Background: an optimization exercise with open tools, aiming at small area. Do not read the settings as production practice. In this exercise RTL edits were held to simulation tests only and were not proved equivalent to the original. Power and IR drop assume default switching activity.

## design/flow/run.sh

```bash
#!/bin/bash
# synth_recipe.tcl (not shown) runs the flow's synth.tcl, then flattens the netlist and writes it again
# the make line also repeats each setting of config.mk as NAME=value (left out here)
make -C /OpenROAD-flow-scripts/flow DESIGN_CONFIG=/design/flow/config.mk WORK_HOME=/design/flow/orfs CLKGATE_MAP_FILE= SYNTH_SCRIPT=/design/flow/synth_recipe.tcl finish
```

## design/flow/config.mk

```make
export PLATFORM = sky130hd
export DESIGN_NAME = cnn_input_loader
export DESIGN_NICKNAME = cnn_input_loader
export VERILOG_FILES = /design/flow/design.v
export SDC_FILE = /design/flow/constraint.sdc
export NUM_CORES = 4
export LEC_CHECK = 0
export CAP_MARGIN = 20
export CORE_MARGIN = 2
export CORE_UTILIZATION = 40
export SLEW_MARGIN = 20
```

## design/flow/constraint.sdc

```tcl
create_clock -name core_clock -period 5.0 [get_ports {ap_clk}]
set_input_delay 1.0000 -clock core_clock [delete_from_list [all_inputs] [get_ports {ap_clk}]]
set_output_delay 1.0000 -clock core_clock [all_outputs]
set_load 0.01 [all_outputs]
```

## design/flow/design.v

```verilog
package cnn_io_pkg;
  localparam int DATA_W     = 16;
  localparam int NUM_PIXELS = 64;
  localparam int FRAME_W    = DATA_W * NUM_PIXELS;
  localparam int PIX_CNT_W  = $clog2(NUM_PIXELS);
  typedef enum logic [1:0] {IDLE, START, WAIT_DONE} state_t;
  function automatic int pix_lo(input int k);
    pix_lo = FRAME_W - (k + 1) * DATA_W;
  endfunction
endpackage
import cnn_io_pkg::*;
module cnn_frame_fill
(
  input  logic               clk,
  input  logic               rst_n,
  input  logic [DATA_W-1:0]  s_data,
  input  logic               s_valid,
  input  logic               s_last,
  input  logic               take,
  output logic               s_ready,
  output logic               fill_full,
  output logic [FRAME_W-1:0] fill_data,
  output logic               err_pulse
);
  logic [PIX_CNT_W-1:0] cnt_reg;
  logic                 full_reg;
  logic [FRAME_W-1:0]   buf_reg;
  logic                 accept;
  logic                 at_end;
  assign s_ready   = rst_n && !full_reg;
  assign accept    = s_valid && s_ready;
  assign at_end    = (cnt_reg == PIX_CNT_W'(NUM_PIXELS - 1));
  assign err_pulse = accept && (at_end ? !s_last : s_last);
  assign fill_full = full_reg;
  assign fill_data = buf_reg;
  always_ff @(posedge clk or negedge rst_n) begin
    if (!rst_n) begin
      cnt_reg  <= '0;
      full_reg <= 1'b0;
      buf_reg  <= '0;
    end else begin
      if (take)
        full_reg <= 1'b0;
      if (accept) begin
        buf_reg[FRAME_W - (int'(cnt_reg) + 1) * DATA_W +: DATA_W] <= s_data;
        if (at_end) begin
          cnt_reg  <= '0;
          full_reg <= 1'b1;
        end else if (s_last) begin
          cnt_reg <= '0;
        end else begin
          cnt_reg <= cnt_reg + 1'b1;
        end
      end
    end
  end
endmodule
import cnn_io_pkg::*;
module cnn_input_loader
#(
  parameter int CNT_W = 16
) (
  input  logic               ap_clk,
  input  logic               ap_rst_n,
  input  logic [DATA_W-1:0]  s_data,
  input  logic               s_valid,
  output logic               s_ready,
  input  logic               s_last,
  input  logic               err_clr,
  output logic               ap_start,
  input  logic               ap_ready,
  input  logic               ap_done,
  output logic [FRAME_W-1:0] conv2d_1_input_V,
  output logic               conv2d_1_input_V_ap_vld,
  output logic               busy,
  output logic [CNT_W-1:0]   frame_count,
  output logic               frame_err
);
  logic               fill_full;
  logic               err_pulse;
  logic [FRAME_W-1:0] fill_data;
  logic               transfer;
  logic               rel_hold;
  logic [FRAME_W-1:0] hold_reg;
  logic               hold_valid_reg;
  logic               start_reg;
  logic               err_reg;
  logic [CNT_W-1:0]   count_reg;
  cnn_io_pkg::state_t state_reg;
  cnn_io_pkg::state_t state_next;
  cnn_frame_fill u_fill (
    .clk       (ap_clk),
    .rst_n     (ap_rst_n),
    .s_data    (s_data),
    .s_valid   (s_valid),
    .s_last    (s_last),
    .take      (transfer),
    .s_ready   (s_ready),
    .fill_full (fill_full),
    .fill_data (fill_data),
    .err_pulse (err_pulse)
  );
  assign transfer = fill_full && (!hold_valid_reg || rel_hold);
  always_comb begin
    state_next = state_reg;
    rel_hold   = 1'b0;
    case (state_reg)
      IDLE: begin
        if (hold_valid_reg)
          state_next = START;
      end
      START: begin
        if (ap_ready) begin
          state_next = ap_done ? IDLE : WAIT_DONE;
          rel_hold   = ap_done;
        end
      end
      WAIT_DONE: begin
        if (ap_done) begin
          state_next = IDLE;
          rel_hold   = 1'b1;
        end
      end
      default: state_next = IDLE;
    endcase
  end
  always_ff @(posedge ap_clk or negedge ap_rst_n) begin
    if (!ap_rst_n) begin
      state_reg      <= IDLE;
      start_reg      <= 1'b0;
      hold_reg       <= '0;
      hold_valid_reg <= 1'b0;
      count_reg      <= '0;
      err_reg        <= 1'b0;
    end else begin
      state_reg <= state_next;
      start_reg <= (state_next == START);
      if (transfer) begin
        hold_reg       <= fill_data;
        hold_valid_reg <= 1'b1;
      end else if (rel_hold) begin
        hold_valid_reg <= 1'b0;
      end
      if (rel_hold)
        count_reg <= count_reg + 1'b1;
      if (err_pulse)
        err_reg <= 1'b1;
      else if (err_clr)
        err_reg <= 1'b0;
    end
  end
  assign ap_start                = start_reg;
  assign conv2d_1_input_V_ap_vld = start_reg;
  assign conv2d_1_input_V        = hold_reg;
  assign busy                    = hold_valid_reg;
  assign frame_count             = count_reg;
  assign frame_err               = err_reg;
endmodule
```

==> results.tsv, run 1 <==
metric	value	unit
synth_xor_xnor_area_share	0.00277	
yosys.area_share.adder	0.00127	
ys_warn_count	2	
synthArstFlopShare	1.00	
placedCellCount	8191	
p_leak	49.6	nW
antenna_found_initial	22	
grt_start_max_net_pins	173	
synth-seq-area-share	0.661	
die_w	447	µm
final_cell_mix	2076 x dfrtp_1, 1770 x mux2_2, 1050 x clkdlybuf4s50_1	
vias	43826	
fin_setup_tns	0	ps
worst_slack	639	ps
root_buffer	clkbuf_16	
rsz0062_at_grt	false	
utilization	0.509	
status	no timing/DRC/antenna violations	
synth.avg_cell_area	16.7	µm²
synth_simple_gate_area_share	0.0159	
grt-ovfl-total	0	
dp_hpwl	158	mm
drv_cap	0	
cts_buffers	217	
crit_type	flop to flop	
hold_buffers	0	
setup_viol	0	
start_util	0.403	
dr.pass1.iters	5	
final_area	99300	µm²
cts_buffer_depth	3	
synthDistinctLibCells	61	
grt_pass1_wl	341	mm
rows	162	
finalMaxSlewViolations	0	
clk_pin_slew	60	ps
crit_required	5720	ps
period_share	0.872	
syn_nets	4743	
die_h	447	µm
dpl_cell_area	92300	µm²
synth_top_family_by_area	multiplexers	
crit_family	simple AND/OR/NAND/NOR gates	
wl_per_cell	27.8	µm
drc_errors	0	
synth_edf_count	0	
final_common_cell	dfrtp_1	
via_per_inst	5.10	
cts_tree	built	
core	195000	µm²
crit_chain	ha_1 -> xnor2_2 -> and2_1 -> nand2_1 -> ha_1 -> nand2_1 -> o311ai_4 -> buf_4 -> and3_1 -> mux2_2	
muxShareOfSynthArea	0.295	
tightest_slew	1090	ps
htree_levels	4	
final_cells	8587	
wl	239	mm
timing.fmax	229	MHz
hold_path_class	input port to async pin	
drt_iter0_markers	2231	
syn_inst	4712	
cp.arrival	5080	ps
vdd_drop_max	0.000369	V
gp_congestion	0.809	
track_usage	0.237	
ant_nets	0	
finalHoldViolCount	0	
ys_ff_latch	2076	
dp_slack	627	ps
slowest_delay	920	ps
die_area	200000	µm²
period_minus_slack	4360	ps
syn_area	78600	µm²
relSlewSlack	0.274	
slowest_stage	and3_1	
worst-path-buf-inv	1	
clock-sinks	2076	
cts_resized	0	
io_pins	1068	
grt_pass1_vias	46030	
cp_max_fo	24	
drive_gt1_frac	0.389	
portBuffers	1067	
crit_path_start_kind	flop	
synth_flop_cell	dfrtp_1	
synth-compound-area-share	0.00396	
cp-end-kind	flop	
area_growth	26.2	%
postCtsSetupBuffers	0	
nets	5817	
p_per_area	362	nW/µm²
clock_latency	870	ps
clock_skew	40.2	ps
-- worst paths after layout --
kind,from,endpoint,slack [ps],depth (start not counted)
max,u_fill.cnt_reg[1],u_fill.buf_reg[852],640,10
min,ap_rst_n,u_fill.buf_reg[231],60,1
max reg2reg,u_fill.cnt_reg[1],u_fill.buf_reg[852],640,10
min reg2reg,u_fill.buf_reg[854],u_fill.buf_reg[854],480,1
max in group asynchronous,ap_rst_n,hold_reg[907],2810,3
min in group core_clock,u_fill.buf_reg[854],u_fill.buf_reg[854],480,1
-- through the flow --
stage / total power, mW / hold WS (ps)
finish: 35.9 / 62.5
global route: 37.3 / 28.4
floorplan: 19.6 / 454
CTS: 36.4 / 6.01
global placement: 20.5 / 458
detailed placement: 20.6 / 471
-- logic make-up (layout without fill, tap and decap cells) --
family / count (synthesis) / in the layout
XOR/XNOR: 21 / 21
adder cells (fa/ha/maj): 8 / 8
multiplexers: 2050 / 2050
flip-flops: 2076 / 2076
AO/OA/AOI/OAI: 41 / 41
AND/OR/NAND/NOR: 178 / 178
other: 0 / 7
buffers and inverters: 338 / 1582
-- cell usage after synthesis (all sizes together), types with 3 or more instances --
master | number | share of area
nand3 | 39 | 0.0050
clkbuf | 210 | 0.010
nand4b | 3 | 0.00033
a21oi | 5 | 0.00032
o21ai | 16 | 0.0011
dfrtp | 2076 | 0.66
o22ai | 4 | 0.00032
nor3 | 9 | 0.0011
inv | 9 | 0.00043
and2 | 10 | 0.00081
buf | 119 | 0.0099
nor2b | 5 | 0.00040
mux2 | 2050 | 0.30
xor2 | 4 | 0.00045
a31oi | 3 | 0.00043
and3 | 20 | 0.0017
nand2b | 5 | 0.00040
nand4 | 6 | 0.00048
nor2 | 24 | 0.0013
xnor2 | 17 | 0.0023
nand2 | 47 | 0.0032
ha | 8 | 0.0013
-- power breakdown --
group / switching, mW / internal, mW / leakage, nW / total, mW
Clock: 6.65 / 9.01 / 3.41 / 15.7
Sequential: 0.492 / 17.8 / 28.8 / 18.2
Combinational: 1.14 / 0.874 / 17.4 / 2.01
-- layout make-up --
type                    count  area [µm²]
repair buffers           1184       11900
diodes                      7        17.5
well taps                2624        3280
clock buffers             346        6490
flip-flops and latches   2076       51900
fillers                 16486       95900
inverters                   9        33.8
clock inverters            43         440
multi-input cells        2298       25100
-- routing by layer --
layer	up-vias	GRT usage	wire length, µm
met3	367	0.0489	11800
met4	0	0.104	11500
li1	18742	-	-
met2	980	0.418	124000
met1	23737	0.279	91700
met5	-	0	0
-- worst register-to-register path, delay by kind of cell (launching register included) --
kind / cells / cell delay, ps
compound gates: 1 / 230
fa+ha+maj: 2 / 930
mux: 1 / 440
buf+inv: 1 / 420
xor+xnor: 1 / 230
simple gates: 4 / 1480
flops: 1 / 510
==> run 2: changes to the inputs <==
--- a/design/flow/design.v
+++ b/design/flow/design.v
@@ -26,5 +26,8 @@
   logic                 full_reg;
-  logic [FRAME_W-1:0]   buf_reg;
   logic                 accept;
   logic                 at_end;
+  logic [DATA_W-1:0]    pix_reg;
+  logic                 shift_reg;
+  logic                 keep_reg;
+  logic [FRAME_W-1:0]   buf_reg;
   assign s_ready   = rst_n && !full_reg;
@@ -37,6 +40,9 @@
     if (!rst_n) begin
-      cnt_reg  <= '0;
-      full_reg <= 1'b0;
-      buf_reg  <= '0;
+      cnt_reg   <= '0;
+      full_reg  <= 1'b0;
+      shift_reg <= 1'b0;
+      keep_reg  <= 1'b1;
     end else begin
+      shift_reg <= accept;
+      keep_reg  <= !accept;
       if (take)
@@ -44,3 +50,2 @@
       if (accept) begin
-        buf_reg[FRAME_W - (int'(cnt_reg) + 1) * DATA_W +: DATA_W] <= s_data;
         if (at_end) begin
@@ -55,2 +60,7 @@
     end
+  end
+  always_ff @(posedge clk) begin
+    pix_reg <= s_data;
+    buf_reg <= ({FRAME_W{shift_reg}} & {buf_reg[FRAME_W-DATA_W-1:0], pix_reg})
+             | ({FRAME_W{keep_reg}}  & buf_reg);
   end
@@ -86,6 +96,7 @@
   logic               start_reg;
+  logic               wait_reg;
   logic               err_reg;
   logic [CNT_W-1:0]   count_reg;
-  cnn_io_pkg::state_t state_reg;
-  cnn_io_pkg::state_t state_next;
+  logic               load_reg;
+  logic               keep_reg;
   cnn_frame_fill u_fill (
@@ -102,31 +113,8 @@
   );
+  assign rel_hold = (start_reg && ap_ready && ap_done) || (wait_reg && ap_done);
   assign transfer = fill_full && (!hold_valid_reg || rel_hold);
-  always_comb begin
-    state_next = state_reg;
-    rel_hold   = 1'b0;
-    case (state_reg)
-      IDLE: begin
-        if (hold_valid_reg)
-          state_next = START;
-      end
-      START: begin
-        if (ap_ready) begin
-          state_next = ap_done ? IDLE : WAIT_DONE;
-          rel_hold   = ap_done;
-        end
-      end
-      WAIT_DONE: begin
-        if (ap_done) begin
-          state_next = IDLE;
-          rel_hold   = 1'b1;
-        end
-      end
-      default: state_next = IDLE;
-    endcase
-  end
   always_ff @(posedge ap_clk or negedge ap_rst_n) begin
     if (!ap_rst_n) begin
-      state_reg      <= IDLE;
       start_reg      <= 1'b0;
-      hold_reg       <= '0;
+      wait_reg       <= 1'b0;
       hold_valid_reg <= 1'b0;
@@ -134,11 +122,13 @@
       err_reg        <= 1'b0;
+      load_reg       <= 1'b0;
+      keep_reg       <= 1'b1;
     end else begin
-      state_reg <= state_next;
-      start_reg <= (state_next == START);
-      if (transfer) begin
-        hold_reg       <= fill_data;
+      start_reg <= start_reg ? !ap_ready : (!wait_reg && hold_valid_reg);
+      wait_reg  <= start_reg ? (ap_ready && !ap_done) : (wait_reg && !ap_done);
+      load_reg  <= transfer;
+      keep_reg  <= !transfer;
+      if (transfer)
         hold_valid_reg <= 1'b1;
-      end else if (rel_hold) begin
+      else if (rel_hold)
         hold_valid_reg <= 1'b0;
-      end
       if (rel_hold)
@@ -151,2 +141,5 @@
   end
+  always_ff @(posedge ap_clk) begin
+    hold_reg <= ({FRAME_W{load_reg}} & fill_data) | ({FRAME_W{keep_reg}} & hold_reg);
+  end
   assign ap_start                = start_reg;
==> run 2 against run 1 <==
Compared with the run above: still clean on timing, DRC and antenna; total power shrank 4.0%; maximum frequency up 38%; clock power hardly changed; non-clock buffer count decreased by 62; first-iteration DRC count grew 61%; routed wire length is 14% lower; critical endpoint is now s_ready; largest cell class unchanged; largest power group unchanged; highest routed layer unchanged.
==> results.tsv, run 2 <==
metric	value	unit
utilization	0.523	
worst_slack	1840	ps
rr_worst_depth	2	
dp_hpwl	139	mm
drive_gt1_frac	0.0684	
final_common_cell	dfxtp_1	
share_comb_of_total_power	0.030	
clock-sinks	2095	
yosysMostFrequentCell	dfxtp_1	
min_to	u_fill.buf_reg[15]	
setup_viol	0	
vias	43412	
grt-ovfl-total	0	
grt_start_max_net_pins	186	
fin_setup_tns	0	ps
period_share	0.631	
hold_buffers	0	
p_switching	7.66	mW
start_util	0.402	
ys_ff_latch	2095	
ys_warn_count	2	
synthDistinctLibCells	37	
clk_pin_slew	60	ps
nets	5591	
intPower	26.8	mW
grt_pass1_wl	294	mm
gp_congestion	0.851	
p_per_area	423	nW/µm²
timing.fmax	317	MHz
startpoint	ap_rst_n	
synth_top_area_frac	0.660	
track_usage	0.245	
rr_endpoint	hold_reg[663]	
synth-seq-area-share	0.672	
slowest_stage	clkdlybuf4s50_1	
htree_levels	4	
rr_startpoint	keep_reg	
drt_iter0_markers	3594	
grt_pass1_vias	41320	
synth.avg_cell_area	13.3	µm²
syn_area	62600	µm²
synth_flop_cell	dfxtp_1	
switching_share	0.222	
clock_power_share	0.455	
cts_tree	built	
syn_inst	4696	
portBuffers	1067	
die_w	400	µm
finalHoldViolCount	0	
via_per_inst	5.57	
period_minus_slack	3160	ps
io_pins	1068	
core	156000	µm²
cp-end-kind	output pin	
die_h	400	µm
dp_slack	1850	ps
crit_type	input port to output pin	
yosys-top-cells-count	2064 x dfxtp_1, 2048 x a22o_1, 210 x clkbuf_1	
cts_buffer_depth	3	
area_growth	30.3	%
crit_path_start_kind	input port	
hold_depth	1	
yosys-top-cells-area	dfxtp_1 66%, a22o_1 29%, buf_2 1.6%	
postCtsSetupBuffers	0	
synth_edf_count	0	
nFillCells	13309	
tightest_slew	1040	ps
vdd_drop_max	0.000324	V
syn_nets	4721	
clock_latency	830	ps
yosysTopAreaCell	dfxtp_1	
rows	145	
cp_max_fo	2	
ff2ff_setup_slack	2670	ps
dr.pass1.iters	5	
die_area	160000	µm²
cp.arrival	2160	ps
p_seq_frac	0.515	
drc_errors	0	
dpl_cell_area	74600	µm²
antenna_found_initial	6	
cts_buffers	204	
crit_required	4000	ps
slowest_delay	550	ps
clock_skew	44.1	ps
crit_chain	clkdlybuf4s50_1 -> nor2b_1 -> clkdlybuf4s50_1	
hold_path_class	flop to flop	
wl	206	mm
rsz0062_at_grt	false	
wl_per_cell	26.4	µm
relSlewSlack	0.306	
status	no timing/DRC/antenna violations	
p_leak	31.3	nW
ant_nets	0	
cts_resized	0	
crit_top_cell	clkdlybuf4s50_1	
drv_cap	0	
hold_start	u_fill.pix_reg[15]	
finalMaxSlewViolations	0	
final_cell_mix	2064 x dfxtp_1, 2048 x a22o_1, 1067 x clkdlybuf4s50_1	
synthArstFlopShare	0.0148	
final_area	81600	µm²
root_buffer	clkbuf_16	
## run 2: changes by cell type in the layout (fill, tap and decap cells not counted), sizes merged, moves of 20 or more
cell    before   now
and3        20     0
mux2      2050     1
nand3       39     9
buf        134    55
a22o         0  2048
dfxtp        0  2064
clkbuf     346   312
nand2       47    17
dfrtp     2076    29
## run 2: how the worst max path moves through the flow
stage,end,slack [ps],cells past startpoint
final,s_ready,1840,3
after global routing,s_ready,1800,3
after CTS,s_ready,1840,3
after detailed placement,s_ready,1850,3
after global placement,s_ready,1840,3
after floorplan,s_ready,2800,1
## run 2: area by class of cell
type,count,area (µm²),share of cell area
Sequential cell,2095,42100,0.516
Tap cell,2058,2570,0.0316
Timing Repair Buffer,1122,11400,0.139
Inverter,5,18.8,0.000230
Antenna cell,4,10.0,0.000123
Clock inverter,60,790,0.00968
Multi-Input combinational cell,2138,18500,0.227
Clock buffer,312,6160,0.0756
## run 2: stage by stage
step | cells | hold slack (ps) | power (mW)
global placement | 7418 | 423 | 19.1
detailed placement | 7418 | 422 | 19.2
finish | 7794 | 437 | 34.5
floorplan | 4696 | 416 | 18.6
CTS | 7790 | 437 | 34.8
global route | 7792 | 449 | 35.6
## run 2: logic make-up after synthesis
logic type	after synthesis	share of synthesized area
flops	2095	0.672
compound gates	2061	0.288
buf+inv	463	0.0317
simple gates	56	0.00488
xor+xnor	16	0.00224
mux	3	0.000500
fa+ha+maj	2	0.000400
## run 2: worst max-delay path: cells and delay by family
| kind | cells | cell delay, ps |
|---|---|---|
| buf+inv | 2 | 1020 |
| simple gates | 1 | 140 |
## run 2: routing by layer
metal,wire length (µm),GRT usage,part of all wire,up-vias
li1,-,-,-,19958
met1,88600,0.323,0.43,21718
met2,92500,0.373,0.45,1426
met3,17000,0.0785,0.083,310
met4,7620,0.0944,0.037,0
met5,0,0,0,-
## run 2: power by group through the flow
stage          registers [mW]  clock network, mW  logic, mW
3_5_place_dp             18.1                  0       1.04
5_1_grt                  17.8               16.6       1.12
4_1_cts                  17.8               16.0       1.04
3_3_place_gp             18.1                  0       1.02
6_report                 17.8               15.7       1.04
2_1_floorplan            17.9                  0      0.737
==> run 3: changes to the inputs <==
--- a/design/flow/config.mk
+++ b/design/flow/config.mk
@@ -9,3 +9,4 @@
 export CORE_MARGIN = 2
-export CORE_UTILIZATION = 40
+export CORE_UTILIZATION = 70
+export CTS_BUF_LIST = sky130_fd_sc_hd__clkbuf_4
 export SLEW_MARGIN = 20
==> run 3 against run 2 <==
Compared with the run above: final cell count down 5.6%; combinational power is essentially flat; worst hold slack worse by 280 ps; critical endpoint is now conv2d_1_input_V[509]; highest routed layer is now met5.
==> results.tsv, run 3 <==
metric	value	unit
status	no timing/DRC/antenna violations	
synth.avg_cell_area	13.3	µm²
synth-seq-area-share	0.672	
portBuffers	1067	
vdd_drop_max	0.000298	V
grt_pass1_vias	48143	
start_util	0.707	
nFillCells	3657	
ant_nets	0	
worst_slack	1440	ps
synth_edf_count	0	
syn_nets	4721	
track_usage	0.458	
grt_pass1_wl	316	mm
final_area	79300	µm²
drt_iter0_markers	6182	
cts_tree	built	
synth_top_area_frac	0.660	
antenna_found_initial	15	
ys_warn_count	2	
crit_family	buffers and inverters	
cp-end-kind	output pin	
ff2ff_setup_slack	2590	ps
die_h	303	µm
hold_depth	1	
rr_startpoint	u_fill.keep_reg	
fin_setup_tns	0	ps
postCtsSetupBuffers	0	
clk_pin_slew	60	ps
die_area	91800	µm²
drv_cap	0	
relSlewSlack	0.174	
hold_buffers	0	
wl_met2	99.2	mm
clock-sinks	2095	
drive_gt1_frac	0.126	
cts_resized	0	
slowest_delay	880	ps
yosys-top-cells-count	2064 x dfxtp_1, 2048 x a22o_1, 210 x clkbuf_1	
tightest_slew	1240	ps
wl	220	mm
period_minus_slack	3560	ps
placedCellCount	6506	
dp_slack	1650	ps
power.total	32.1	mW
rsz0062_at_grt	false	
gp_congestion	0.949	
dr_wl_met3	26.6	mm
nets	5854	
p_per_area	405	nW/µm²
core	88500	µm²
yosys-top-cells-area	dfxtp_1 66%, a22o_1 29%, buf_2 1.6%	
synth_flop_cell	dfxtp_1	
finalMaxSlewViolations	0	
dr.pass1.iters	12	
setup_viol	0	
startpoint	hold_reg[509]	
p_leak	31.3	nW
dp_hpwl	138	mm
highest_layer	met5	
syn_inst	4696	
clock_skew	80.4	ps
clock_latency	1330	ps
synthArstFlopShare	0.0148	
vias	49339	
via_per_inst	6.71	
io_pins	1068	
slowest_stage	clkdlybuf4s50_1	
wl_per_cell	29.9	µm
area_growth	26.6	%
cp_max_fo	2	
final_cell_mix	2064 x dfxtp_1, 2048 x a22o_1, 1067 x clkdlybuf4s50_1	
crit_required	4000	ps
syn_area	62600	µm²
cts_buffers	486	
worst-path-buf-inv	1	
drt-met1-wl	74.9	mm
hold_start	s_data[2]	
timing.fmax	281	MHz
finalHoldViolCount	0	
grt-ovfl-total	0	
rows	109	
crit_chain	clkdlybuf4s50_1	
rr_worst_depth	2	
grt_start_max_net_pins	229	
min_to	u_fill.pix_reg[2]	
root_buffer	clkbuf_4	
crit_type	flop to output pin	
hold_path_class	input port to flop	
cp.arrival	2560	ps
dpl_cell_area	73300	µm²
synthDistinctLibCells	37	
final_cells	7357	
die_w	303	µm
yosysTopAreaCell	dfxtp_1	
period_share	0.712	
holdWs	154	ps
cts_buffer_depth	4	
ys_ff_latch	2095	
rr_endpoint	u_fill.buf_reg[398]	
crit_path_start_kind	flop	
yosysMostFrequentCell	dfxtp_1	
drc_errors	0	
final_common_cell	dfxtp_1	
utilization	0.895	
htree_levels	5	
-- run 3: worst max-delay path by stage --
stage,cells past startpoint,end
global placement,3,s_ready
global route,1,conv2d_1_input_V[510]
detailed placement,3,s_ready
finish,1,conv2d_1_input_V[509]
CTS,1,conv2d_1_input_V[509]
floorplan,1,s_ready
-- run 3: logic make-up (layout without fill, tap and decap cells) --
| family | count (synthesis) | after routing | synth area share |
|---|---|---|---|
| mux | 3 | 3 | 0.000500 |
| simple gates | 56 | 56 | 0.00488 |
| buf+inv | 463 | 1944 | 0.0317 |
| xor+xnor | 16 | 16 | 0.00224 |
| fa+ha+maj | 2 | 2 | 0.000400 |
| flops | 2095 | 2095 | 0.672 |
| compound gates | 2061 | 2061 | 0.288 |
| other cells | 0 | 15 | 0 |
-- run 3: report_power, final --
part,leakage (nW),switching [mW],total [mW],internal (mW)
combinational,10.8,0.520,1.05,0.531
sequential,17.1,0.556,17.7,17.2
clock,3.53,6.77,13.3,6.56
total,31.3,7.85,32.1,24.3
-- run 3: final cells by class --
cell class / instances / area (µm²) / area share
Sequential cell: 2095 / 42100 / 0.531
Multi-Input combinational cell: 2138 / 18500 / 0.234
Timing Repair Buffer: 1103 / 11200 / 0.141
Clock buffer: 701 / 5260 / 0.0664
Tap cell: 1165 / 1460 / 0.0184
Clock inverter: 135 / 632 / 0.00797
Antenna cell: 15 / 37.5 / 0.000474
Inverter: 5 / 18.8 / 0.000237
-- run 3: metal layers --
layer	vias up	GRT usage
li1	20687	-
met1	24372	0.523
met2	3446	0.689
met3	828	0.169
met4	6	0.376
met5	-	0
==> run 4: changes to the inputs <==
==> design/flow/flow/run.sh (new file) <==
#!/bin/bash
# Standard layout, with the smallest buffer on the ports and a clock tree of
# small buffers without dummy loads. Each make run's output goes to its own log.
set -euo pipefail
export BUFFER_PORTS_ARGS="-buffer_cell sky130_fd_sc_hd__buf_1"
export CTS_ARGS="-sink_clustering_enable -repair_clock_nets -buf_list sky130_fd_sc_hd__clkbuf_4 -dont_use_dummy_load"
bash standard.sh finish > make_finish.log 2>&1
==> design/flow/standard.sh (new file) <==
#!/bin/bash
# synth_recipe.tcl (not shown) runs the flow's synth.tcl, then flattens the netlist and writes it again
# the make line also repeats each setting of config.mk as NAME=value (left out here)
make -C /OpenROAD-flow-scripts/flow DESIGN_CONFIG=/design/flow/config.mk WORK_HOME=/design/flow/orfs CLKGATE_MAP_FILE= SYNTH_SCRIPT=/design/flow/synth_recipe.tcl "${@:-finish}"
--- a/design/flow/config.mk
+++ b/design/flow/config.mk
@@ -10,3 +10,2 @@
 export CORE_UTILIZATION = 70
-export CTS_BUF_LIST = sky130_fd_sc_hd__clkbuf_4
 export SLEW_MARGIN = 20
removed: design/flow/run.sh
==> run 4 against run 3 <==
Compared with the run above: via count decreased by 6.9%; sequential share of layout area grew 6.4 points; still clean on timing, DRC and antenna; clock power decreased by 25%; sequential power hardly changed.
==> results.tsv, run 4 <==
metric	value	unit
tightest_slew	1050	ps
ys_ff_latch	2095	
rr_startpoint	u_fill.shift_reg	
dp_slack	2230	ps
nets	5878	
vias	45945	
synth.avg_cell_area	13.3	µm²
cp.arrival	2310	ps
dr_wl_met3	20.3	mm
final_common_cell	dfxtp_1	
synthDistinctLibCells	37	
timing.fmax	302	MHz
drt-met1-wl	72.2	mm
antenna_found_initial	10	
synth-seq-area-share	0.672	
yosysMostFrequentCell	dfxtp_1	
drive_gt1_frac	0.0923	
drv_cap	0	
dp_hpwl	132	mm
yosys-top-cells-area	dfxtp_1 66%, a22o_1 29%, buf_2 1.6%	
root_buffer	clkbuf_4	
core	88500	µm²
period_share	0.663	
relSlewSlack	0.298	
final_cell_mix	2064 x dfxtp_1, 2048 x a22o_1, 1066 x buf_1	
grt_pass1_vias	42991	
period_minus_slack	3310	ps
drt_iter0_markers	5483	
die_area	91800	µm²
syn_area	62600	µm²
crit_path_start_kind	input port	
start_util	0.707	
grt_start_max_net_pins	175	
cts_buffers	489	
yosysTopAreaCell	dfxtp_1	
dr.pass1.iters	6	
finalMaxSlewViolations	0	
grt-ovfl-total	0	
fin_setup_tns	0	ps
clk_pin_slew	60	ps
cts_resized	0	
synthArstFlopShare	0.0148	
area_growth	12.9	%
portBuffers	1067	
die_w	303	µm
cts_buffer_depth	4	
setup_viol	0	
rows	109	
ys_warn_count	2	
worst_slack	1690	ps
track_usage	0.402	
io_pins	1068	
wl_per_cell	27.7	µm
drc_errors	0	
htree_levels	5	
p_per_area	406	nW/µm²
wl_met2	88.8	mm
hold_start	ap_done	
cts_tree	built	
cp_max_fo	16	
vdd_drop_max	0.000253	V
crit_required	4000	ps
via_per_inst	6.54	
crit_type	input port to output pin	
status	no timing/DRC/antenna violations	
synth_top_area_frac	0.660	
clock_skew	89.5	ps
die_h	303	µm
startpoint	ap_rst_n	
clock-sinks	2095	
grt_pass1_wl	278	mm
finalHoldViolCount	0	
gp_congestion	0.923	
yosys-top-cells-count	2064 x dfxtp_1, 2048 x a22o_1, 210 x clkbuf_1	
hold_path_class	input port to flop	
ant_nets	0	
highest_layer	met5	
p_leak	27.8	nW
rsz0062_at_grt	false	
synth_edf_count	0	
nFillCells	5522	
syn_nets	4721	
clock_latency	1280	ps
wl	194	mm
synth_flop_cell	dfxtp_1	
syn_inst	4696	
cp-end-kind	output pin	
-- run 4: cell counts after synthesis --
Identical to the previous run, type by type.
-- run 4: final cells by class --
type / count / area [µm²] / share of cell area
Tap cell: 1165 / 1460 / 0.0206
Timing Repair Buffer: 1124 / 4870 / 0.0690
Inverter: 5 / 18.8 / 0.000266
Sequential cell: 2095 / 42100 / 0.596
Antenna cell: 14 / 35.0 / 0.000496
Multi-Input combinational cell: 2138 / 18500 / 0.262
Clock buffer: 489 / 3670 / 0.0519
-- run 4: critical path, stage by stage --
cell and delay, ps:
dlygate4sd3_1 530, clkbuf_2 420, nor2b_1 190, buf_1 160
-- run 4: cell families (layout without fill, tap and decap cells) --
group / count (synthesis) / in the layout / synth area share
flops: 2095 / 2095 / 0.672
xor+xnor: 16 / 16 / 0.00224
fa+ha+maj: 2 / 2 / 0.000400
simple gates: 56 / 56 / 0.00488
buf+inv: 463 / 1618 / 0.0317
compound gates: 2061 / 2061 / 0.288
mux: 3 / 3 / 0.000500
other cells: 0 / 14 / 0
-- run 4: repair_timing --
item                                    in CTS  in global routing
setup buffers                                0                  0
hold buffers                                18                  0
endpoints found under the setup margin       0                  0
endpoints found under the hold margin       28                  0
-- run 4: worst paths after layout --
| path | slack (ps) | cells after the start | endpoint |
|---|---|---|---|
| max in group asynchronous | 4050 | 3 | count_reg[5] |
| max | 1690 | 4 | s_ready |
| min reg2reg | 360 | 1 | u_fill.buf_reg[6] |
| max reg2reg | 2620 | 2 | u_fill.buf_reg[1012] |
| min | 100 | 2 | wait_reg |
| min in group asynchronous | 280 | 2 | hold_valid_reg |
-- run 4: routing by layer --
layer	up-vias	global-route usage
met1	22635	0.485
met5	-	0
met3	488	0.143
li1	20434	-
met2	2382	0.606
met4	6	0.275
-- run 4: through the flow --
stage | std cells | instance area, µm² | hold slack, ps | utilization | total power, mW
after global routing | 7028 | 70700 | 72.5 | 0.799 | 29.8
final | 7030 | 70700 | 102 | 0.799 | 28.7
after CTS | 7015 | 70600 | 14.4 | 0.798 | 28.8
after global placement | 6508 | 66800 | 419 | 0.754 | 19.0
after detailed placement | 6508 | 66800 | 424 | 0.754 | 19.0
after floorplan | 4696 | 62600 | 416 | - | 18.6
-- run 4: power by group --
group	internal (mW)	leakage (nW)	total [mW]	switching [mW]
clock	4.42	2.25	10.0	5.59
combinational	0.466	8.51	0.985	0.518
sequential	17.2	17.1	17.7	0.528
total	22.1	27.8	28.7	6.64
==> run 5: changes to the inputs <==
--- a/design/flow/design.v
+++ b/design/flow/design.v
@@ -28,3 +28,2 @@
   logic                 at_end;
-  logic [DATA_W-1:0]    pix_reg;
   logic                 shift_reg;
@@ -40,9 +39,5 @@
     if (!rst_n) begin
-      cnt_reg   <= '0;
-      full_reg  <= 1'b0;
-      shift_reg <= 1'b0;
-      keep_reg  <= 1'b1;
+      cnt_reg  <= '0;
+      full_reg <= 1'b0;
     end else begin
-      shift_reg <= accept;
-      keep_reg  <= !accept;
       if (take)
@@ -62,5 +57,8 @@
   always_ff @(posedge clk) begin
-    pix_reg <= s_data;
-    buf_reg <= ({FRAME_W{shift_reg}} & {buf_reg[FRAME_W-DATA_W-1:0], pix_reg})
-             | ({FRAME_W{keep_reg}}  & buf_reg);
+    shift_reg <= accept && !at_end;
+    keep_reg  <= !(accept && !at_end);
+    if (accept)
+      buf_reg[DATA_W-1:0] <= s_data;
+    buf_reg[FRAME_W-1:DATA_W] <= ({(FRAME_W-DATA_W){shift_reg}} & buf_reg[FRAME_W-DATA_W-1:0])
+                               | ({(FRAME_W-DATA_W){keep_reg}}  & buf_reg[FRAME_W-1:DATA_W]);
   end
@@ -122,4 +120,2 @@
       err_reg        <= 1'b0;
-      load_reg       <= 1'b0;
-      keep_reg       <= 1'b1;
     end else begin
@@ -127,4 +123,2 @@
       wait_reg  <= start_reg ? (ap_ready && !ap_done) : (wait_reg && !ap_done);
-      load_reg  <= transfer;
-      keep_reg  <= !transfer;
       if (transfer)
@@ -142,2 +136,4 @@
   always_ff @(posedge ap_clk) begin
+    load_reg <= transfer;
+    keep_reg <= !transfer;
     hold_reg <= ({FRAME_W{load_reg}} & fill_data) | ({FRAME_W{keep_reg}} & hold_reg);
==> design/flow/flow/run.sh (replaced) <==
#!/bin/bash
# Standard layout, with the smallest buffer on the ports and a clock tree of
# small buffers in larger clusters, without dummy loads. The make run's full
# output goes to its own log.
set -euo pipefail
export BUFFER_PORTS_ARGS="-buffer_cell sky130_fd_sc_hd__buf_1"
export CTS_ARGS="-sink_clustering_enable -repair_clock_nets -buf_list sky130_fd_sc_hd__clkbuf_4 -dont_use_dummy_load -sink_clustering_size 8 -sink_clustering_max_diameter 40"
bash standard.sh finish > make_finish.log 2>&1
--- a/design/flow/config.mk
+++ b/design/flow/config.mk
@@ -9,3 +9,3 @@
 export CORE_MARGIN = 2
-export CORE_UTILIZATION = 70
+export CORE_UTILIZATION = 75
 export SLEW_MARGIN = 20
==> run 5 against run 4 <==
Compared with the run above: the flow now stops in I/O pin placement (3_2_place_iop); synthesized cell count is 0.77% lower; synthesized area shrank 0.34%.
==> results.tsv, run 5 <==
metric	value	unit
firstError	[ERROR PPL-0024] Number of IO pins (1068) exceeds maximum number of available positions (1054). Increase the die perimeter from 1169.70um to 1452.48um.	
ys_ff_latch	2079	
synth.avg_cell_area	13.4	µm²
synthDistinctLibCells	32	
syn_inst	4660	
start_util	0.759	
synth_top_area_frac	0.653	
synth_flop_cell	dfxtp_1	
haltStage	I/O pin placement (3_2_place_iop)	
synthArstFlopShare	0.0130	
rows	105	
synth_edf_count	16	
status	stopped before the end	
syn_area	62400	µm²
die_h	292	µm
syn_nets	4685	
yosysTopAreaCell	dfxtp_1	
yosys-top-cells-area	dfxtp_1 65%, a22o_1 29%, buf_2 2.3%	
yosysMostFrequentCell	dfxtp_1	
die_w	292	µm
ys_warn_count	2	
yosys-top-cells-count	2036 x dfxtp_1, 2032 x a22o_1, 281 x buf_2	
synth-seq-area-share	0.672	
-- run 5: cells by family after synthesis --
family / Yosys count / synth area share
AO/OA/AOI/OAI: 2043 / 0.286
XOR/XNOR: 16 / 0.00225
adder cells (fa/ha/maj): 2 / 0.000401
buffers and inverters: 461 / 0.0334
flip-flops: 2079 / 0.672
multiplexers: 5 / 0.000842
AND/OR/NAND/NOR: 54 / 0.00501
==> run 6: changes to the inputs <==
--- a/design/flow/config.mk
+++ b/design/flow/config.mk
@@ -9,3 +9,3 @@
 export CORE_MARGIN = 2
-export CORE_UTILIZATION = 75
+export CORE_UTILIZATION = 70
 export SLEW_MARGIN = 20
==> run 6 against run 5 <==
Compared with the run above: the run now finishes clean; synthesized cell count unchanged; synthesized area did not move.
==> results.tsv, run 6 <==
metric	value	unit
cp-end-kind	output pin	
wl_per_cell	28.1	µm
synth_flop_cell	dfxtp_1	
rows	109	
dp_slack	1950	ps
grt.busiest_layer	met2	
synth-seq-area-share	0.672	
nets	5662	
cts_tree	built	
synthDistinctLibCells	32	
syn_inst	4660	
p_per_area	384	nW/µm²
antenna_found_initial	12	
period_minus_slack	3060	ps
cts_buffer_depth	4	
synthArstFlopShare	0.0130	
finalHoldViolCount	0	
hold_path_class	input port to flop	
cp_max_fo	2	
fin_setup_tns	0	ps
ys_warn_count	2	
yosys-top-cells-count	2036 x dfxtp_1, 2032 x a22o_1, 281 x buf_2	
yosysMostFrequentCell	dfxtp_1	
worst-path-buf-inv	1	
crit_chain	buf_1	
drc_errors	0	
crit_path_start_kind	flop	
finalMaxSlewViolations	0	
dr.pass1.iters	8	
die_w	303	µm
rsz0062_at_grt	false	
area_growth	10.5	%
status	no timing/DRC/antenna violations	
wl	191	mm
tightest_slew	1070	ps
synth.avg_cell_area	13.4	µm²
cts_buffers	311	
vias	44763	
ys_ff_latch	2079	
ant_nets	0	
slowest_delay	480	ps
grt_start_max_net_pins	210	
cts_resized	0	
syn_nets	4685	
grt_pass1_wl	275	mm
die_h	303	µm
final_cell_mix	2032 x a22o_1, 2032 x dfxtp_1, 1067 x buf_1	
gr-usage-met2	0.602	
grt-ovfl-total	0	
portBuffers	1067	
die_area	91500	µm²
synth_edf_count	16	
gp_congestion	0.950	
crit_required	4000	ps
vdd_drop_max	0.000298	V
drt_iter0_markers	5394	
crit_family	buffers and inverters	
period_share	0.611	
met3_usage	0.136	
io_pins	1068	
timing.fmax	327	MHz
core	88400	µm²
clk_pin_slew	90	ps
dp_hpwl	132	mm
clock-sinks	2079	
grt_pass1_vias	41628	
slowest_stage	buf_1	
start_util	0.706	
via_per_inst	6.57	
root_buffer	clkbuf_4	
htree_levels	5	
grt_util_met1	0.493	
relSlewSlack	0.287	
yosys-top-cells-area	dfxtp_1 65%, a22o_1 29%, buf_2 2.3%	
p_leak	26.8	nW
worst_slack	1940	ps
yosysTopAreaCell	dfxtp_1	
cp.arrival	2060	ps
crit_type	flop to output pin	
setup_viol	0	
synth_top_area_frac	0.653	
track_usage	0.398	
clock_latency	1210	ps
syn_area	62400	µm²
clock_skew	58.4	ps
drv_cap	0	
drive_gt1_frac	0.0630	
==> run 6: cell counts after synthesis <==
Identical to the previous run, type by type.
==> run 6: kinds of logic (layout without fill, tap and decap cells) <==
logic type,count (synthesis),after routing,synth area share
buf+inv,461,1436,0.0334
xor+xnor,16,16,0.00225
fa+ha+maj,2,2,0.000401
compound gates,2043,2043,0.286
mux,5,5,0.000842
flops,2079,2079,0.672
simple gates,54,54,0.00501
other cells,0,16,0
==> run 6: final timing paths <==
| kind | start | to | slack (ps) | cells after the start |
|---|---|---|---|---|
| hold reg to reg | u_fill.buf_reg[276] | u_fill.buf_reg[292] | 470 | 1 |
| setup reg to reg | u_fill.full_reg | u_fill.cnt_reg[2] | 2520 | 5 |
| setup / recovery | hold_reg[20] | conv2d_1_input_V[20] | 1940 | 1 |
| min in group asynchronous | ap_rst_n | count_reg[6] | 450 | 3 |
| max in group asynchronous | ap_rst_n | u_fill.cnt_reg[0] | 4230 | 3 |
| hold / removal | ap_ready | start_reg | 90 | 2 |
==> run 6: repair_timing <==
action / in CTS / in global routing
hold buffers: 17 / 0
endpoints found under the hold margin: 43 / 0
buffers inserted: 0 / 0
==> run 6: metal layers <==
| metal | share of wire | vias up | wire length (µm) |
|---|---|---|---|
| met3 | 0.10 | 490 | 20000 |
| li1 | - | 19900 | - |
| met1 | 0.37 | 22137 | 71700 |
| met4 | 0.067 | 0 | 12900 |
| met2 | 0.45 | 2236 | 86800 |
| met5 | 0 | - | 0 |
==> run 6: area by class of cell <==
class	instances	area [µm²]
clock buffers	311	2330
diodes	16	40.0
inverters	7	26.3
fillers	5822	19400
flip-flops and latches	2079	41900
well taps	1165	1460
multi-input cells	2120	18400
repair buffers	1118	4760
==> run 6: metrics by stage <==
| step | power (mW) | hold WS [ps] | cells | util | instance area (µm²) |
|---|---|---|---|---|---|
| finish | 26.4 | 91.4 | 6816 | 0.780 | 68900 |
| global route | 27.3 | 32.7 | 6812 | 0.780 | 68900 |
| CTS | 26.5 | 10.7 | 6800 | 0.780 | 68900 |
| detailed placement | 18.7 | 452 | 6472 | 0.751 | 66400 |
| global placement | 18.7 | 452 | 6472 | 0.751 | 66400 |
| floorplan | 18.4 | 440 | 4660 | - | 62400 |
==> run 6: power by group <==
group | leakage, nW | total, mW | internal, mW | switching [mW]
clock network | 1.43 | 8.05 | 2.87 | 5.17
registers | 16.9 | 17.5 | 17.0 | 0.511
logic | 8.49 | 0.861 | 0.425 | 0.436
==> run 7: changes to the inputs <==
==> design/flow/flow/run.sh (replaced) <==
#!/bin/bash
# Standard layout, with the smallest buffer on the ports and a clock tree of
# small buffers in larger clusters, without dummy loads. The make run's full
# output goes to its own log.
set -euo pipefail
export BUFFER_PORTS_ARGS="-buffer_cell sky130_fd_sc_hd__buf_1"
export CTS_ARGS="-sink_clustering_enable -repair_clock_nets -buf_list sky130_fd_sc_hd__clkbuf_8 -dont_use_dummy_load -sink_clustering_size 18 -sink_clustering_max_diameter 60"
bash standard.sh finish > make_finish.log 2>&1
==> run 7 against run 6 <==
Compared with the run above: sequential cell count unchanged; clock power down 9.4%; register-to-register slack about the same; first-iteration DRC count up 0.67%; synthesized area unchanged; via count down 2.2%; critical path depth unchanged; synthesized cell count unchanged; clock-buffer cell count down 176; critical path type unchanged.
==> results.tsv, run 7 <==
metric	value	unit
status	no timing/DRC/antenna violations	
yosys-top-cells-count	2036 x dfxtp_1, 2032 x a22o_1, 281 x buf_2	
die_area	91500	µm²
synthDistinctLibCells	32	
final_area	68300	µm²
rr_startpoint	u_fill.full_reg	
nets	5469	
die_h	303	µm
crit_family	buffers and inverters	
placedCellCount	6472	
yosysMostFrequentCell	dfxtp_1	
drt-met1-wl	71.5	mm
htree_levels	4	
slowest_stage	buf_1	
hold_path_class	input port to async pin	
vias	43762	
drc_errors	0	
final_cell_mix	2032 x a22o_1, 2032 x dfxtp_1, 1067 x buf_1	
synthArstFlopShare	0.0130	
grt_pass1_wl	270	mm
antenna_found_initial	16	
drive_gt1_frac	0.0329	
via_per_inst	6.61	
dr.pass1.iters	6	
highest_layer	met4	
holdWs	218	ps
clock_skew	52.8	ps
tightest_slew	1070	ps
ant_nets	0	
slowest_delay	530	ps
root_buffer	clkbuf_8	
ys_warn_count	2	
crit_required	4000	ps
start_util	0.706	
wl	189	mm
track_usage	0.393	
wl_met2	85.5	mm
relSlewSlack	0.289	
p_leak	26.3	nW
power.total	25.7	mW
dr_wl_met3	19.4	mm
period_share	0.549	
yosysTopAreaCell	dfxtp_1	
worst_slack	2260	ps
ys_ff_latch	2079	
synth.avg_cell_area	13.4	µm²
syn_area	62400	µm²
postCtsSetupBuffers	0	
finalMaxSlewViolations	0	
synth-seq-area-share	0.672	
synth_edf_count	16	
hold_buffers	0	
grt-ovfl-total	0	
syn_nets	4685	
syn_inst	4660	
dp_hpwl	132	mm
die_w	303	µm
cts_buffer_depth	3	
crit_path_start_kind	flop	
utilization	0.773	
clock-sinks	2079	
grt_start_max_net_pins	210	
cts_resized	0	
timing.fmax	364	MHz
wl_per_cell	28.6	µm
io_pins	1068	
synth_flop_cell	dfxtp_1	
setup_viol	0	
rows	109	
startpoint	hold_reg[20]	
synth_top_area_frac	0.653	
period_minus_slack	2740	ps
gp_congestion	0.950	
yosys-top-cells-area	dfxtp_1 65%, a22o_1 29%, buf_2 2.3%	
crit_chain	buf_1	
final_cells	6619	
dpl_cell_area	66400	µm²
cp_max_fo	2	
drv_cap	0	
rsz0062_at_grt	false	
area_growth	9.44	%
fin_setup_tns	0	ps
clk_pin_slew	100	ps
clock_latency	860	ps
cts_tree	built	
crit_type	flop to output pin	
dp_slack	1950	ps
grt_pass1_vias	39967	
portBuffers	1067	
p_per_area	376	nW/µm²
finalHoldViolCount	0	
cp-end-kind	output pin	
core	88400	µm²
cts_buffers	135	
drt_iter0_markers	5430	
worst-path-buf-inv	1	
vdd_drop_max	0.000327	V
cp.arrival	1740	ps
-- run 7: changes by cell type in the layout (fill, tap and decap cells not counted) --
cell / delta
clkbuf_4: -311
clkbuf_8: +135
dlygate4sd3_1: -17
diode_2: -4
-- run 7: power breakdown --
group          internal [mW]  switching, mW  total, mW
Combinational          0.416          0.428      0.844
Clock                   2.44           4.84       7.29
Sequential              17.0          0.509       17.5
Total                   19.9           5.78       25.7
-- run 7: worst paths after layout --
path                                   endpoint  slack, ps  cells after the start
setup / recovery           conv2d_1_input_V[20]       2260                      1
hold / removal                     count_reg[9]        220                      2
setup reg to reg              u_fill.cnt_reg[2]       2530                      5
hold reg to reg                   hold_reg[598]        470                      1
max in group asynchronous     u_fill.cnt_reg[4]       4460                      2
min in group core_clock       u_fill.buf_reg[7]        320                      1
-- run 7: per-layer routing --
metal  GRT usage  vias up
met2       0.592     2035
met1       0.492    21828
met5           0        -
met3       0.128      449
met4       0.248        0
li1            -    19450
-- run 7: cell type report --
cell class	instances	area, µm²
inverters	7	26.3
diodes	12	30.0
multi-input cells	2120	18400
clock buffers	135	1860
well taps	1165	1460
fillers	5832	20100
flip-flops and latches	2079	41900
repair buffers	1101	4590
-- run 7: logic make-up after synthesis --
| kind of cell | share of synthesized area |
|---|---|
| AND/OR/NAND/NOR | 0.00501 |
| flip-flops | 0.672 |
| adder cells (fa/ha/maj) | 0.000401 |
| XOR/XNOR | 0.00225 |
| AO/OA/AOI/OAI | 0.286 |
| buffers and inverters | 0.0334 |
| multiplexers | 0.000842 |
==> run 8: changes to the inputs <==
==> design/flow/flow/run.sh (replaced) <==
#!/bin/bash
# Standard layout, with the smallest buffer on the ports and a clock tree of
# small buffers in larger clusters, without dummy loads. The make run's full
# output goes to its own log.
set -euo pipefail
export BUFFER_PORTS_ARGS="-buffer_cell sky130_fd_sc_hd__buf_1"
export CTS_ARGS="-sink_clustering_enable -repair_clock_nets -buf_list sky130_fd_sc_hd__clkbuf_8 -dont_use_dummy_load -sink_clustering_size 15 -sink_clustering_max_diameter 50"
bash standard.sh finish > make_finish.log 2>&1
--- a/design/flow/config.mk
+++ b/design/flow/config.mk
@@ -7,5 +7,5 @@
 export LEC_CHECK = 0
-export CAP_MARGIN = 20
+export CAP_MARGIN = 10
 export CORE_MARGIN = 2
 export CORE_UTILIZATION = 70
-export SLEW_MARGIN = 20
+export SLEW_MARGIN = 10
==> run 8 against run 7 <==
Compared with the run above: via count rose by 0.62%; clock-buffer cell count is 26 higher; worst setup slack better by 13 ps; clock skew decreased by 2.9 ps; sequential power is essentially flat; maximum frequency is 0.47% higher; global-route usage rose by 0.15 points; critical path depth is the same; combinational power is 0.5% higher.
==> results.tsv, run 8 <==
metric	value	unit
track_usage	0.395	
highest_layer	met4	
drc_errors	0	
ys_ff_latch	2079	
clock-sinks	2079	
worst-path-buf-inv	1	
clock_latency	850	ps
yosys-top-cells-area	dfxtp_1 65%, a22o_1 29%, buf_2 2.3%	
grt-ovfl-total	0	
crit_chain	buf_1	
rr_startpoint	u_fill.full_reg	
ys_warn_count	2	
crit_path_start_kind	flop	
cp.arrival	1730	ps
synth_flop_cell	dfxtp_1	
synth-seq-area-share	0.672	
p_leak	26.5	nW
cts_buffers	161	
synth_top_area_frac	0.653	
via_per_inst	6.62	
portBuffers	1067	
synthArstFlopShare	0.0130	
period_share	0.546	
antenna_found_initial	15	
syn_nets	4685	
start_util	0.706	
core	88400	µm²
slowest_delay	530	ps
tightest_slew	1100	ps
yosys-top-cells-count	2036 x dfxtp_1, 2032 x a22o_1, 281 x buf_2	
crit_required	4000	ps
final_cell_mix	2032 x a22o_1, 2032 x dfxtp_1, 1067 x buf_1	
timing.fmax	366	MHz
p_per_area	382	nW/µm²
drt-met1-wl	71.6	mm
crit_family	buffers and inverters	
power.total	26.2	mW
cts_buffer_depth	3	
clk_pin_slew	90	ps
htree_levels	4	
multiInputGateArea	18400	µm²
die_h	303	µm
setup_viol	0	
gp_congestion	0.950	
syn_inst	4660	
relSlewSlack	0.265	
final_area	68600	µm²
grt_pass1_vias	40394	
finalHoldViolCount	0	
drt_iter0_markers	5397	
cts_resized	0	
synthDistinctLibCells	32	
cp_max_fo	2	
die_w	303	µm
drv_cap	0	
rows	109	
cts_tree	built	
nFillCells	5784	
postCtsSetupBuffers	0	
syn_area	62400	µm²
vias	44033	
synth_edf_count	16	
wl_per_cell	28.6	µm
root_buffer	clkbuf_8	
finalMaxSlewViolations	0	
ff_latch_area	41900	µm²
synth.avg_cell_area	13.4	µm²
period_minus_slack	2730	ps
ant_nets	0	
drive_gt1_frac	0.0375	
hold_buffers	0	
die_area	91500	µm²
slowest_stage	buf_1	
io_pins	1068	
grt_pass1_wl	272	mm
clock_skew	49.8	ps
wl	190	mm
rr_endpoint	u_fill.cnt_reg[2]	
vdd_drop_max	0.000354	V
dr_wl_met3	19.5	mm
rsz0062_at_grt	false	
status	no timing/DRC/antenna violations	
grt_start_max_net_pins	210	
wl_met2	85.4	mm
yosysMostFrequentCell	dfxtp_1	
cp-end-kind	output pin	
dpl_cell_area	66400	µm²
ff2ff_setup_slack	2530	ps
rr_worst_depth	5	
dp_hpwl	132	mm
nets	5495	
dr.pass1.iters	6	
hold_path_class	input port to async pin	
fin_setup_tns	0	ps
yosysTopAreaCell	dfxtp_1	
area_growth	10.0	%
crit_type	flop to output pin	
[run 8: cell types whose count changed in the layout (fill, tap and decap cells not counted)]
cell      change
diode_2       +2
clkbuf_8     +26
[run 8: logic make-up (layout without fill, tap and decap cells)]
| kind of cell | after synthesis | in the layout | share of synthesized area |
|---|---|---|---|
| AO/OA/AOI/OAI | 2043 | 2043 | 0.286 |
| XOR/XNOR | 16 | 16 | 0.00225 |
| adder cells (fa/ha/maj) | 2 | 2 | 0.000401 |
| buffers and inverters | 461 | 1269 | 0.0334 |
| flip-flops | 2079 | 2079 | 0.672 |
| multiplexers | 5 | 5 | 0.000842 |
| other | 0 | 14 | 0 |
| AND/OR/NAND/NOR | 54 | 54 | 0.00501 |
[run 8: layout make-up]
cell class,instances,share of cell area
Antenna cell,14,0.000510
Tap cell,1165,0.0212
Multi-Input combinational cell,2120,0.268
Timing Repair Buffer,1101,0.0668
Sequential cell,2079,0.611
Inverter,7,0.000383
Clock buffer,161,0.0323
[run 8: report_power, final]
| part | switching (mW) | total, mW | internal (mW) |
|---|---|---|---|
| sequential | 0.513 | 17.5 | 17.0 |
| clock | 4.94 | 7.83 | 2.88 |
| combinational | 0.432 | 0.848 | 0.416 |
[run 8: worst max path at each step]
stage                  start               endpoint  cells after the start  slack, ps
3_5_place_dp        ap_rst_n      u_fill.cnt_reg[2]                      6       1950
3_3_place_gp        ap_rst_n      u_fill.cnt_reg[2]                      6       2040
5_1_grt         hold_reg[19]   conv2d_1_input_V[19]                      1       2220
2_1_floorplan       ap_rst_n                s_ready                      1       2800
4_1_cts        hold_reg[529]  conv2d_1_input_V[529]                      1       2240
6_report       hold_reg[529]  conv2d_1_input_V[529]                      1       2270
[run 8: layer usage]
metal,vias to the layer above,GRT usage
met5,-,0
met3,496,0.135
met1,21998,0.487
li1,19475,-
met4,0,0.249
met2,2064,0.596
[run 8: through the flow]
stage                     cells  hold WS [ps]  setup WS [ps]  utilization
after global routing       6645           222           2220        0.777
final                      6647           200           2270        0.777
after CTS                  6633           153           2240        0.776
after detailed placement   6472           452           1950        0.751
after floorplan            4660           440           2800            -
after global placement     6472           452           2040        0.751
==> run 9: changes to the inputs <==
==> design/flow/flow/run.sh (replaced) <==
#!/bin/bash
# Standard layout, with the smallest buffer on the ports and a clock tree of
# small buffers in larger clusters, without dummy loads. The make run's full
# output goes to its own log.
set -euo pipefail
export BUFFER_PORTS_ARGS="-buffer_cell sky130_fd_sc_hd__buf_1"
export CTS_ARGS="-sink_clustering_enable -repair_clock_nets -buf_list sky130_fd_sc_hd__clkbuf_8 -dont_use_dummy_load -sink_clustering_size 17 -sink_clustering_max_diameter 60"
bash standard.sh finish > make_finish.log 2>&1
--- a/design/flow/config.mk
+++ b/design/flow/config.mk
@@ -7,5 +7,5 @@
 export LEC_CHECK = 0
-export CAP_MARGIN = 10
+export CAP_MARGIN = 20
 export CORE_MARGIN = 2
-export CORE_UTILIZATION = 70
-export SLEW_MARGIN = 10
+export CORE_UTILIZATION = 62
+export SLEW_MARGIN = 20
==> run 9 against run 8 <==
Compared with the run above: still clean on timing, DRC and antenna; sequential cell count unchanged; global-route usage decreased by 4.5 points; die area is 13% higher; critical path depth unchanged; largest power group unchanged.
==> results.tsv, run 9 <==
metric	value	unit
synth_top_area_frac	0.653	
die_h	321	µm
final_cell_mix	2032 x a22o_1, 2032 x dfxtp_1, 1067 x buf_1	
synth-seq-area-share	0.672	
cp-end-kind	output pin	
syn_area	62400	µm²
clock-sinks	2079	
muxShareOfSynthArea	0.000842	
track_usage	0.350	
synth_simple_gate_area_share	0.00501	
synthDistinctLibCells	32	
final_area	68500	µm²
grt_util_met1	0.438	
grt.busiest_layer	met2	
synth_edf_count	16	
ys_warn_count	2	
ant_nets	0	
crit_chain	buf_1	
cts_buffers	144	
htree_levels	4	
vias	42990	
synth-compound-area-share	0.286	
yosys-top-cells-count	2036 x dfxtp_1, 2032 x a22o_1, 281 x buf_2	
die_area	103000	µm²
ys_ff_latch	2079	
drc_errors	0	
met3_usage	0.113	
synthArstFlopShare	0.0130	
vdd_drop_max	0.000255	V
crit_family	buffers and inverters	
die_w	321	µm
slowest_delay	550	ps
timing.fmax	364	MHz
grt_start_max_net_pins	221	
relSlewSlack	0.197	
hold_buffers	0	
antenna_found_initial	17	
drt_iter0_markers	4845	
area_growth	9.80	%
crit_type	flop to output pin	
slowest_stage	buf_1	
period_share	0.550	
grt_pass1_wl	273	mm
wl	190	mm
yosys.area_share.adder	0.000401	
core	99900	µm²
yosysMostFrequentCell	dfxtp_1	
period_minus_slack	2750	ps
crit_path_start_kind	flop	
nets	5477	
finalMaxSlewViolations	0	
drive_gt1_frac	0.0343	
worst-path-buf-inv	1	
synth_xor_xnor_area_share	0.00225	
setup_viol	0	
portBuffers	1067	
io_pins	1068	
status	no timing/DRC/antenna violations	
cts_tree	built	
dp_hpwl	130	mm
postCtsSetupBuffers	0	
synth_top_family_by_area	compound AO/OA/AOI/OAI gates	
syn_nets	4685	
grt_pass1_vias	39792	
cp_max_fo	2	
yosys-top-cells-area	dfxtp_1 65%, a22o_1 29%, buf_2 2.3%	
clock_skew	56.8	ps
synth_flop_cell	dfxtp_1	
tightest_slew	1200	ps
p_per_area	378	nW/µm²
drv_cap	0	
cts_buffer_depth	3	
finalHoldViolCount	0	
grt-ovfl-total	0	
dpl_cell_area	66500	µm²
wl_per_cell	28.1	µm
cts_resized	0	
gr-usage-met2	0.539	
p_leak	26.4	nW
synth.avg_cell_area	13.4	µm²
fin_setup_tns	0	ps
rsz0062_at_grt	false	
cp.arrival	1750	ps
start_util	0.625	
yosysTopAreaCell	dfxtp_1	
clk_pin_slew	100	ps
via_per_inst	6.36	
dr.pass1.iters	5	
clock_latency	850	ps
gp_congestion	0.896	
hold_path_class	input port to async pin	
nFillCells	7576	
root_buffer	clkbuf_8	
syn_inst	4660	
rows	116	
crit_required	4000	ps
-- run 9: cell type report --
class	count	area [µm²]	share of cell area
inverter	7	26.3	0.000384
antenna	11	27.5	0.000402
clock buffer	144	1980	0.0289
multi-input combinational	2120	18400	0.268
timing repair buffer	1100	4530	0.0661
tap	1298	1620	0.0237
sequential	2079	41900	0.612
-- run 9: logic make-up after synthesis --
logic type	count (synthesis)
multiplexers	5
XOR/XNOR	16
AND/OR/NAND/NOR	54
buffers and inverters	461
AO/OA/AOI/OAI	2043
flip-flops	2079
adder cells (fa/ha/maj)	2
-- run 9: final timing paths --
path | slack, ps | cells past startpoint | end | startpoint
worst max-delay path | 2250 | 1 | conv2d_1_input_V[529] | hold_reg[529]
worst min-delay path | 80 | 1 | count_reg[7] | ap_rst_n
worst max register to register | 2790 | 2 | hold_reg[917] | keep_reg
worst min register to register | 470 | 1 | hold_reg[186] | hold_reg[186]
max in group asynchronous | 4180 | 2 | u_fill.cnt_reg[3] | ap_rst_n
min in group core_clock | 320 | 1 | u_fill.buf_reg[6] | s_data[6]
-- run 9: power breakdown --
part / internal [mW] / switching, mW
sequential: 17.0 / 0.501
combinational: 0.413 / 0.437
clock: 2.60 / 4.90
total: 20.0 / 5.83
-- run 9: stage by stage --
| stage | setup WS (ps) | util | total power [mW] | instances | hold slack (ps) |
|---|---|---|---|---|---|
| after floorplan | 2800 | - | 18.4 | 4660 | 440 |
| after global placement | 2010 | 0.666 | 18.7 | 6604 | 454 |
| after detailed placement | 1930 | 0.666 | 18.8 | 6604 | 452 |
| after CTS | 2180 | 0.686 | 26.0 | 6748 | 7.30 |
| after global routing | 2140 | 0.686 | 26.8 | 6759 | 54.5 |
| final | 2250 | 0.686 | 25.9 | 6759 | 81.3 |
-- run 9: layer usage --
layer	vias to the layer above	wire length [µm]
li1	19440	-
met1	21530	75000
met2	1640	86800
met3	380	17200
met4	0	10800
met5	-	0
==> run 10: changes to the inputs <==
--- a/design/flow/config.mk
+++ b/design/flow/config.mk
@@ -9,3 +9,3 @@
 export CORE_MARGIN = 2
-export CORE_UTILIZATION = 62
+export CORE_UTILIZATION = 70
 export SLEW_MARGIN = 20
==> run 10 against run 9 <==
Compared with the run above: global-route usage up 4.4 points; worst setup slack worse by 15 ps; clock-buffer cell count fell by 3; still clean on timing, DRC and antenna; clock skew is 9.7 ps lower; final cell count shrank 2.0%.
==> results.tsv, run 10 <==
metric	value	unit
ant_nets	0	
wl_per_cell	28.6	µm
grt-ovfl-total	0	
yosysMostFrequentCell	dfxtp_1	
nets	5475	
cts_tree	built	
vdd_drop_max	0.000320	V
drc_errors	0	
via_per_inst	6.60	
clk_pin_slew	100	ps
final_area	68400	µm²
area_growth	9.58	%
p_leak	26.4	nW
cp-end-kind	output pin	
grt_pass1_vias	40066	
vias	43710	
rsz0062_at_grt	false	
clock-sinks	2079	
synth_flop_cell	dfxtp_1	
crit_path_start_kind	flop	
cts_buffers	141	
ff2ff_setup_slack	2520	ps
drv_cap	0	
cp_max_fo	2	
postCtsSetupBuffers	0	
clock_latency	870	ps
start_util	0.706	
nFillCells	5790	
ys_ff_latch	2079	
period_minus_slack	2760	ps
die_h	303	µm
rows	109	
muxShareOfSynthArea	0.000842	
status	no timing/DRC/antenna violations	
dr.pass1.iters	8	
ys_warn_count	2	
p_per_area	377	nW/µm²
period_share	0.553	
drt_iter0_markers	5259	
root_buffer	clkbuf_8	
relSlewSlack	0.304	
core	88400	µm²
hold_buffers	0	
synth_top_area_frac	0.653	
synth_edf_count	16	
syn_area	62400	µm²
final_cell_mix	2032 x a22o_1, 2032 x dfxtp_1, 1067 x buf_1	
crit_type	flop to output pin	
cts_resized	0	
finalHoldViolCount	0	
setup_viol	0	
grt_pass1_wl	271	mm
crit_family	buffers and inverters	
rr_endpoint	u_fill.cnt_reg[2]	
yosys-top-cells-count	2036 x dfxtp_1, 2032 x a22o_1, 281 x buf_2	
synth_simple_gate_area_share	0.00501	
gp_congestion	0.950	
clock_skew	47.2	ps
htree_levels	4	
finalMaxSlewViolations	0	
yosys.area_share.adder	0.000401	
synthDistinctLibCells	32	
crit_required	4000	ps
rr_worst_depth	5	
wl	189	mm
syn_inst	4660	
dp_hpwl	132	mm
synthArstFlopShare	0.0130	
synth-compound-area-share	0.286	
fin_setup_tns	0	ps
syn_nets	4685	
synth-seq-area-share	0.672	
track_usage	0.394	
dpl_cell_area	66400	µm²
antenna_found_initial	16	
cts_buffer_depth	3	
worst-path-buf-inv	1	
synth_xor_xnor_area_share	0.00225	
hold_path_class	input port to async pin	
io_pins	1068	
yosysTopAreaCell	dfxtp_1	
power.total	25.8	mW
die_w	303	µm
holdWs	197	ps
rr_startpoint	u_fill.full_reg	
slowest_delay	530	ps
slowest_stage	buf_1	
drive_gt1_frac	0.0340	
crit_chain	buf_1	
tightest_slew	1040	ps
synth.avg_cell_area	13.4	µm²
timing.fmax	362	MHz
cp.arrival	1760	ps
grt_start_max_net_pins	210	
yosys-top-cells-area	dfxtp_1 65%, a22o_1 29%, buf_2 2.3%	
portBuffers	1067	
die_area	91500	µm²
synth_top_family_by_area	compound AO/OA/AOI/OAI gates	
[run 10: cell count changes in the layout (fill, tap and decap cells not counted), sizes merged]
cell    previous run  this run
diode             11        14
buf             1100      1101
clkbuf           144       141
[run 10: cell type report]
type | count | area, µm² | share of cell area
multi-input combinational | 2120 | 18400 | 0.269
tap | 1165 | 1460 | 0.0213
inverter | 7 | 26.3 | 0.000384
antenna | 14 | 35.0 | 0.000512
sequential | 2079 | 41900 | 0.613
clock buffer | 141 | 1940 | 0.0284
timing repair buffer | 1101 | 4590 | 0.0671
[run 10: through the flow]
step / util / setup slack, ps / cells
after global routing: 0.774 / 2220 / 6627
after global placement: 0.751 / 2040 / 6472
final: 0.774 / 2240 / 6627
after floorplan: - / 2800 / 4660
after CTS: 0.773 / 2240 / 6613
after detailed placement: 0.751 / 1950 / 6472
[run 10: worst max path at each step]
stage / start / to / slack [ps] / cells past startpoint
floorplan: ap_rst_n / s_ready / 2800 / 1
global placement: ap_rst_n / u_fill.cnt_reg[2] / 2040 / 6
detailed placement: ap_rst_n / u_fill.cnt_reg[2] / 1950 / 6
CTS: hold_reg[20] / conv2d_1_input_V[20] / 2240 / 1
global route: hold_reg[35] / conv2d_1_input_V[35] / 2220 / 1
finish: hold_reg[20] / conv2d_1_input_V[20] / 2240 / 1
[run 10: power breakdown]
group          total [mW]  switching [mW]  internal [mW]
logic               0.845           0.429          0.416
registers            17.5           0.511           17.0
clock network        7.40            4.86           2.54
[run 10: metal layers]
metal | wire length [µm] | track usage
met1 | 71300 | 0.489
met5 | 0 | 0
met2 | 85000 | 0.591
met4 | 13600 | 0.252
met3 | 19500 | 0.135
[run 10: kinds of logic after synthesis]
group	after synthesis
flops	2079
compound gates	2043
buf+inv	461
simple gates	54
xor+xnor	16
mux	5
fa+ha+maj	2
[run 10: worst register-to-register path: cells and delay by family (launching register included)]
family | cells | cell delay (ps)
and+or+nand+nor | 2 | 670
muxes | 1 | 280
DFF | 1 | 490
buffers and inverters | 1 | 840
AOI/OAI and AO/OA | 1 | 140

re-timing with driven ports:
The flow's constraints put no driver on any port. The routed layouts listed below were extracted and timed again, unchanged, in two steps. Step 1, drivers: a clkbuf_16 drives ap_clk and a buf_2 each remaining input, both assumed. Step 2 times the ports against the registers' clock, not the clock port: input delays grow and output delays shrink by t, the midpoint of the rising clock arrivals with the driver on. Three values: ideal ports, drivers, drivers and shift; two values: the first two.
run	t (ns)	setup WS [ns]	worst setup path at the end	latest minus earliest clock arrival (ns)
run 1	0.933	0.639 / 0.639 / 0.639	register to register	0.041 / 0.041
run 2	0.898	1.843 / 1.816 / 1.816	input to output	0.051 / 0.052
run 3	1.363	1.440 / 1.365 / 1.586	input to output	0.088 / 0.088
run 4	1.308	1.685 / 1.660 / 1.660	input to output	0.116 / 0.116
run 6	1.248	1.943 / 1.866 / 1.419	input to register	0.088 / 0.088
run 7	0.905	2.256 / 2.181 / 1.988	input to register	0.066 / 0.065
run 8	0.907	2.269 / 2.193 / 2.004	input to register	0.067 / 0.066
run 9	0.903	2.251 / 2.174 / 1.987	input to register	0.063 / 0.063
run 10	0.920	2.236 / 2.162 / 1.985	input to register	0.052 / 0.051
After both steps setup and hold are still met in every run listed. The setup slack of run 6, which loses most, moves by -0.077 ns with the drivers and by -0.524 ns with both steps.
